Source: an optimization exercise on an open RTL-to-GDS flow (aim: a short achievable clock period and few clock cycles). Production flows keep margins and buffers that such runs may drop.
RTL that was checked went through simulation tests only; none was proved equivalent to the original.
Power figures rest on the tool's default switching activity, not on a simulated workload.

## the reference run
// v33_exec_core
module v33_exec_core #(
    parameter int IQ_DEPTH = 8
) (
    input  logic                       clk,
    input  logic                       reset,
    input  logic [v33_pkg::BYTE_W-1:0] code_byte,
    input  logic                       code_valid,
    output logic                       code_req,
    output logic                       io_write,
    output logic [v33_pkg::WORD_W-1:0] io_addr,
    output logic [v33_pkg::WORD_W-1:0] io_data
);
    logic [HW-1:0] head;
    logic head_valid;
    logic pop;
    logic fire;
    logic [RW-1:0] rd_bits;
    logic [7:0] a_n;
    logic [7:0] bs_n;
    logic [7:0] b_hi_n;
    logic [63:0] hi_flat;
    logic [15:0] pg_w1;
    logic [7:0] pg_w2;
    logic [7:0] ex1_w2;
    logic [15:0] wmask1;
    logic [7:0] wval1;
    logic [7:0] wmask2;
    logic [7:0] wval2;
    prefetch_queue #(
        .IQ_DEPTH(IQ_DEPTH)
    ) u_queue (
        .clk        (clk),
        .reset      (reset),
        .code_byte  (code_byte),
        .code_valid (code_valid),
        .code_req   (code_req),
        .head       (head),
        .head_valid (head_valid),
        .pop        (pop)
    );
    operand_stage u_operand (
        .clk        (clk),
        .reset      (reset),
        .head       (head),
        .head_valid (head_valid),
        .pop        (pop),
        .fire       (fire),
        .rd_bits    (rd_bits),
        .a_n        (a_n),
        .bs_n       (bs_n),
        .b_hi_n     (b_hi_n),
        .pg_w1      (pg_w1),
        .pg_w2      (pg_w2),
        .ex1_w2     (ex1_w2),
        .hi_flat    (hi_flat),
        .wmask1     (wmask1),
        .wval1      (wval1),
        .wmask2     (wmask2),
        .wval2      (wval2)
    );
    alu_execute u_execute (
        .clk      (clk),
        .reset    (reset),
        .fire     (fire),
        .rd_bits  (rd_bits),
        .a_n      (a_n),
        .bs_n     (bs_n),
        .b_hi_n   (b_hi_n),
  ...
==> module prefetch_queue, before the edit <==
module prefetch_queue #(
    parameter int IQ_DEPTH = 8
) (
    input  logic                       clk,
    input  logic                       reset,
    input  logic [v33_pkg::BYTE_W-1:0] code_byte,
    input  logic                       code_valid,
    output logic                       code_req,
    output logic [v33_pkg::HW-1:0]     head,
    output logic                       head_valid,
    input  logic                       pop
);
    logic       in_v;
    logic [7:0] in_b;
    logic       in_l1;    
    logic       in_l2;    
    logic [2:0] st;       
    logic       s_l2;     
    logic [7:0] s_b0;
    logic [7:0] s_b1;
    logic       complete;
    logic       i_v;
    logic [7:0] i_b0;
    logic [7:0] i_b1;
    logic [7:0] i_b2;
    logic [QW-1:0] dec;
    logic [QW-1:0] mem [IQ_DEPTH];
    logic [IQ_DEPTH-1:0] wsel;    
    logic [IQ_DEPTH-1:0] rsel;    
    logic [IQ_DEPTH-1:0] cnt;     
    logic [IQ_DEPTH-1:0] cnt_next;
    logic [QW-1:0] mem_head;
    v33_pkg::q_t mq;
    v33_pkg::h_t hn;
    logic [7:0] d_oh;
    logic [7:0] s_oh;
    logic wb;
    logic h_load;    
    function automatic [1:0] ilen(input [7:0] b);
        casez (b)
            8'b00???0??: ilen = 2'd2;
            8'b00???10?: ilen = b[0] ? 2'd3 : 2'd2;
            8'b1011????: ilen = b[3] ? 2'd3 : 2'd2;
            8'he6, 8'he7: ilen = 2'd2;
            default: ilen = 2'd1;
        endcase
    endfunction
    always_ff @(posedge clk) begin
        in_b <= code_byte;
        in_l1 <= ilen(code_byte) == 2'd1;
        in_l2 <= ilen(code_byte) == 2'd2;
        if (reset) begin
            in_v <= 1'b0;
            code_req <= 1'b1;
        end else begin
            in_v <= code_valid && code_req;
            code_req <= !cnt_next[IQ_DEPTH-4];
        end
    end
    assign complete = (st[0] && in_l1) || (st[1] && s_l2) || st[2];
    always_ff @(posedge clk) begin
        if (reset) begin
            st <= 3'b001;
            i_v <= 1'b0;
        end else begin
            if (in_v) begin
                st <= complete ? 3'b001 : {st[1:0], 1'b0};
            end
            i_v <= in_v && complete;
        end
    end
    always_ff @(posedge clk) begin
        if (in_v && st[0]) begin
            s_b0 <= in_b;
            s_l2 <= in_l2;
        end
        if (in_v && st[1]) begin
            s_b1 <= in_b;
        end
        i_b0 <= st[0] ? in_b : s_b0;
        i_b1 <= st[1] ? in_b : s_b1;
        i_b2 <= in_b;
    end
    instruction_decoder u_dec (
        .b0     (i_b0),
        .b1     (i_b1),
        .b2     (i_b2),
        .q_bits (dec)
    );
    always_ff @(posedge clk) begin
        for (int i = 0; i < IQ_DEPTH; i++) begin
            if (wsel[i]) begin
                mem[i] <= dec;  
            end
        end
    end
    assign h_load = (!head_valid || pop) && cnt[0];
    always_comb begin
        if (i_v && !h_load) begin
            cnt_next = {cnt[IQ_DEPTH-2:0], 1'b1};
        end else if (h_load && !i_v) begin
            cnt_next = {1'b0, cnt[IQ_DEPTH-1:1]};
        end else begin
            cnt_next = cnt;
        end
    end
    always_ff @(posedge clk) begin
        if (reset) begin
            wsel <= IQ_DEPTH'(1);
            rsel <= IQ_DEPTH'(1);
            cnt <= '0;
            head_valid <= 1'b0;
        end else begin
            if (i_v) begin
                wsel <= {wsel[IQ_DEPTH-2:0], wsel[IQ_DEPTH-1]};
            end
            if (h_load) begin
                rsel <= {rsel[IQ_DEPTH-2:0], rsel[IQ_DEPTH-1]};
            end
            cnt <= cnt_next;
            if (!head_valid || pop) begin
                head_valid <= cnt[0];
            end
        end
    end
    always_comb begin
        mem_head = '0;
        for (int i = 0; i < IQ_DEPTH; i++) begin
            mem_head = mem_head | ({QW{rsel[i]}} & mem[i]);
        end
    end
    assign mq = mem_head;
    assign wb = mq.wide || mq.out;
    always_comb begin
        for (int j = 0; j < 8; j++) begin
            d_oh[j] = mq.a_reg && mq.dst == 3'(j);
            s_oh[j] = mq.b_reg && mq.src == 3'(j);
        end
    end
    always_comb begin
        hn.q = mq;
        hn.rmask_rd = mq.wide ? {8'h00, d_oh} : {4'h0, d_oh[7:4], 4'h0, d_oh[3:0]};
        hn.rmask_rd = hn.rmask_rd | (wb ? {8'h00, s_oh} : {4'h0, s_oh[7:4], 4'h0, s_oh[3:0]});
        hn.rmask_ex = (mq.wide ? d_oh : 8'h00) | ((wb && !mq.cvtbw) ? s_oh : 8'h00)
            | {7'h00, mq.cvtwl};  
        hn.rflags = (mq.alu && (mq.op == 3'd2 || mq.op == 3'd3)) || mq.psw;
    end
    always_ff @(posedge clk) begin
        if (h_load) begin
            head <= hn;
        end
    end
endmodule
==> module v33_exec_core, before the edit <==
module v33_exec_core #(
    parameter int IQ_DEPTH = 8
) (
    input  logic                       clk,
    input  logic                       reset,
    input  logic [v33_pkg::BYTE_W-1:0] code_byte,
    input  logic                       code_valid,
    output logic                       code_req,
    output logic                       io_write,
    output logic [v33_pkg::WORD_W-1:0] io_addr,
    output logic [v33_pkg::WORD_W-1:0] io_data
);
    logic [HW-1:0] head;
    logic head_valid;
    logic pop;
    logic fire;
    logic [RW-1:0] rd_bits;
    logic [7:0] a_n;
    logic [7:0] bs_n;
    logic [7:0] b_hi_n;
    logic [63:0] hi_flat;
    logic [15:0] pg_w1;
    logic [7:0] pg_w2;
    logic [7:0] ex1_w2;
    logic [15:0] wmask1;
    logic [7:0] wval1;
    logic [7:0] wmask2;
    logic [7:0] wval2;
    prefetch_queue #(
        .IQ_DEPTH(IQ_DEPTH)
    ) u_queue (
        .clk        (clk),
        .reset      (reset),
        .code_byte  (code_byte),
        .code_valid (code_valid),
        .code_req   (code_req),
        .head       (head),
        .head_valid (head_valid),
        .pop        (pop)
    );
    operand_stage u_operand (
        .clk        (clk),
        .reset      (reset),
        .head       (head),
        .head_valid (head_valid),
        .pop        (pop),
        .fire       (fire),
        .rd_bits    (rd_bits),
        .a_n        (a_n),
        .bs_n       (bs_n),
        .b_hi_n     (b_hi_n),
        .pg_w1      (pg_w1),
        .pg_w2      (pg_w2),
        .ex1_w2     (ex1_w2),
        .hi_flat    (hi_flat),
        .wmask1     (wmask1),
        .wval1      (wval1),
        .wmask2     (wmask2),
        .wval2      (wval2)
    );
    alu_execute u_execute (
        .clk      (clk),
        .reset    (reset),
        .fire     (fire),
        .rd_bits  (rd_bits),
        .a_n      (a_n),
        .bs_n     (bs_n),
        .b_hi_n   (b_hi_n),
        .hi_flat  (hi_flat),
        .pg_w1    (pg_w1),
        .pg_w2    (pg_w2),
        .ex1_w2   (ex1_w2),
        .wmask1   (wmask1),
        .wval1    (wval1),
        .wmask2   (wmask2),
        .wval2    (wval2),
        .io_write (io_write),
        .io_addr  (io_addr),
        .io_data  (io_data)
    );
endmodule
==> flow/config.mk <==
export PLATFORM = sky130hd
export DESIGN_NAME = v33_exec_core
export DESIGN_NICKNAME = v33_exec_core
export VERILOG_FILES = /design/flow/design.v
export SDC_FILE = /design/flow/constraint.sdc
export NUM_CORES = 4
export LEC_CHECK = 0
export ABC_CLOCK_PERIOD_IN_PS = 1500
export CAP_MARGIN = 20
export CORE_MARGIN = 2
export CORE_UTILIZATION = 65
export SETUP_SLACK_MARGIN = 2.45
export SLEW_MARGIN = 20
export TNS_END_PERCENT = 100
==> flow/constraint.sdc <==
create_clock -name core_clock -period 4.4 [get_ports {clk}]
set_input_delay 0.8800 -clock core_clock [delete_from_list [all_inputs] [get_ports {clk}]]
set_output_delay 0.8800 -clock core_clock [all_outputs]
set_load 0.01 [all_outputs]
standard.sh (not shown) runs the stock make flow with config.mk's settings and CLKGATE_MAP_FILE= SYNTH_SCRIPT=/design/flow/synth_recipe.tcl, a recipe that flattens the netlist after the stock synthesis.
==> flow/flow/run.sh <==
#!/bin/bash
# Layout flow: the standard flow, with the port buffers made from
# sky130_fd_sc_hd__buf_4 instead of the resizer's default choice, which it
# does not resize afterwards.
set -e
export BUFFER_PORTS_ARGS="-buffer_cell sky130_fd_sc_hd__buf_4"
bash standard.sh > standard.log 2>&1
The reference run did not stop at any stage, and its layout met the timing, DRC and antenna checks.
Testbench counts of the reference run, summed over its fixed seeds: cycles 44,855.
What the trial run does differently from the reference run at the input level:
diff --git a/flow/design.v b/flow/design.v
--- a/flow/design.v
+++ b/flow/design.v
@@ -60,9 +60,9 @@
 `timescale 1ns/1ps
 `default_nettype none
 import v33_pkg::*;
 module prefetch_queue #(
-    parameter int IQ_DEPTH = 8
+    parameter int IQ_DEPTH = 9
 ) (
     input  logic                       clk,
     input  logic                       reset,
     input  logic [v33_pkg::BYTE_W-1:0] code_byte,
@@ -115,9 +115,9 @@
             in_v <= 1'b0;
             code_req <= 1'b1;
         end else begin
             in_v <= code_valid && code_req;
-            code_req <= !cnt_next[IQ_DEPTH-4];
+            code_req <= !cnt[IQ_DEPTH-5];
         end
     end
     assign complete = (st[0] && in_l1) || (st[1] && s_l2) || st[2];
     always_ff @(posedge clk) begin
@@ -752,9 +752,9 @@
 `timescale 1ns/1ps
 `default_nettype none
 import v33_pkg::*;
 module v33_exec_core #(
-    parameter int IQ_DEPTH = 8
+    parameter int IQ_DEPTH = 9
 ) (
     input  logic                       clk,
     input  logic                       reset,
     input  logic [v33_pkg::BYTE_W-1:0] code_byte,
## What came out
NOTE final design instance area without fill the reference run->the trial run increased by a few percent. Going from the reference run to the trial run, cell area after placement grew by a few percent. For the trial run, the start point of the critical path was u_queue.rsel[3]$_SDFFE_PP0P_, unlike the reference run, where it was u_execute.a_hi1[1]$_DFF_P_. In the flow results for the trial run and the reference run, the layout overhead on the synthesized area is smaller on the reference run. There was hardly any difference in combinational fraction of design power between the reference run and the trial run. Total power per unit cell area is lower on the trial run. Re final core utilization: the trial run is 0.82 points up on the reference run.
No functional check of the RTL was part of the trial run.

[port drivers added, routing unchanged]
How much do the figures lean on ideal ports? The routed layouts below were timed once more, with nothing changed but the port constraints.
Step 1 (the two cells are an assumption about what drives the block):
set clk [get_ports {clk}]
set_driving_cell -lib_cell sky130_fd_sc_hd__clkbuf_16 $clk
set_driving_cell -lib_cell sky130_fd_sc_hd__buf_2 [delete_from_list [all_inputs] $clk]
Step 2 times the ports against the registers' clock, not the clock port: input delays grow and output delays shrink by t, the midpoint of the rising clock arrivals with the driver on.
Three values: no drivers, after step 1, after step 2; two values: the first two.
| run | shift t [ns] | setup WS [ns] | pins driven straight from the clock port |
|---|---|---|---|
| the reference run | 0.692 | 2.405 / 2.343 / 1.896 | 1 |
| the trial run | 0.712 | 2.313 / 2.313 / 1.911 | 1 |
After both steps every run listed still meets setup and hold. For the reference run, which loses most, drivers alone change the setup slack by -0.062 ns; drivers and shift together by -0.509 ns.
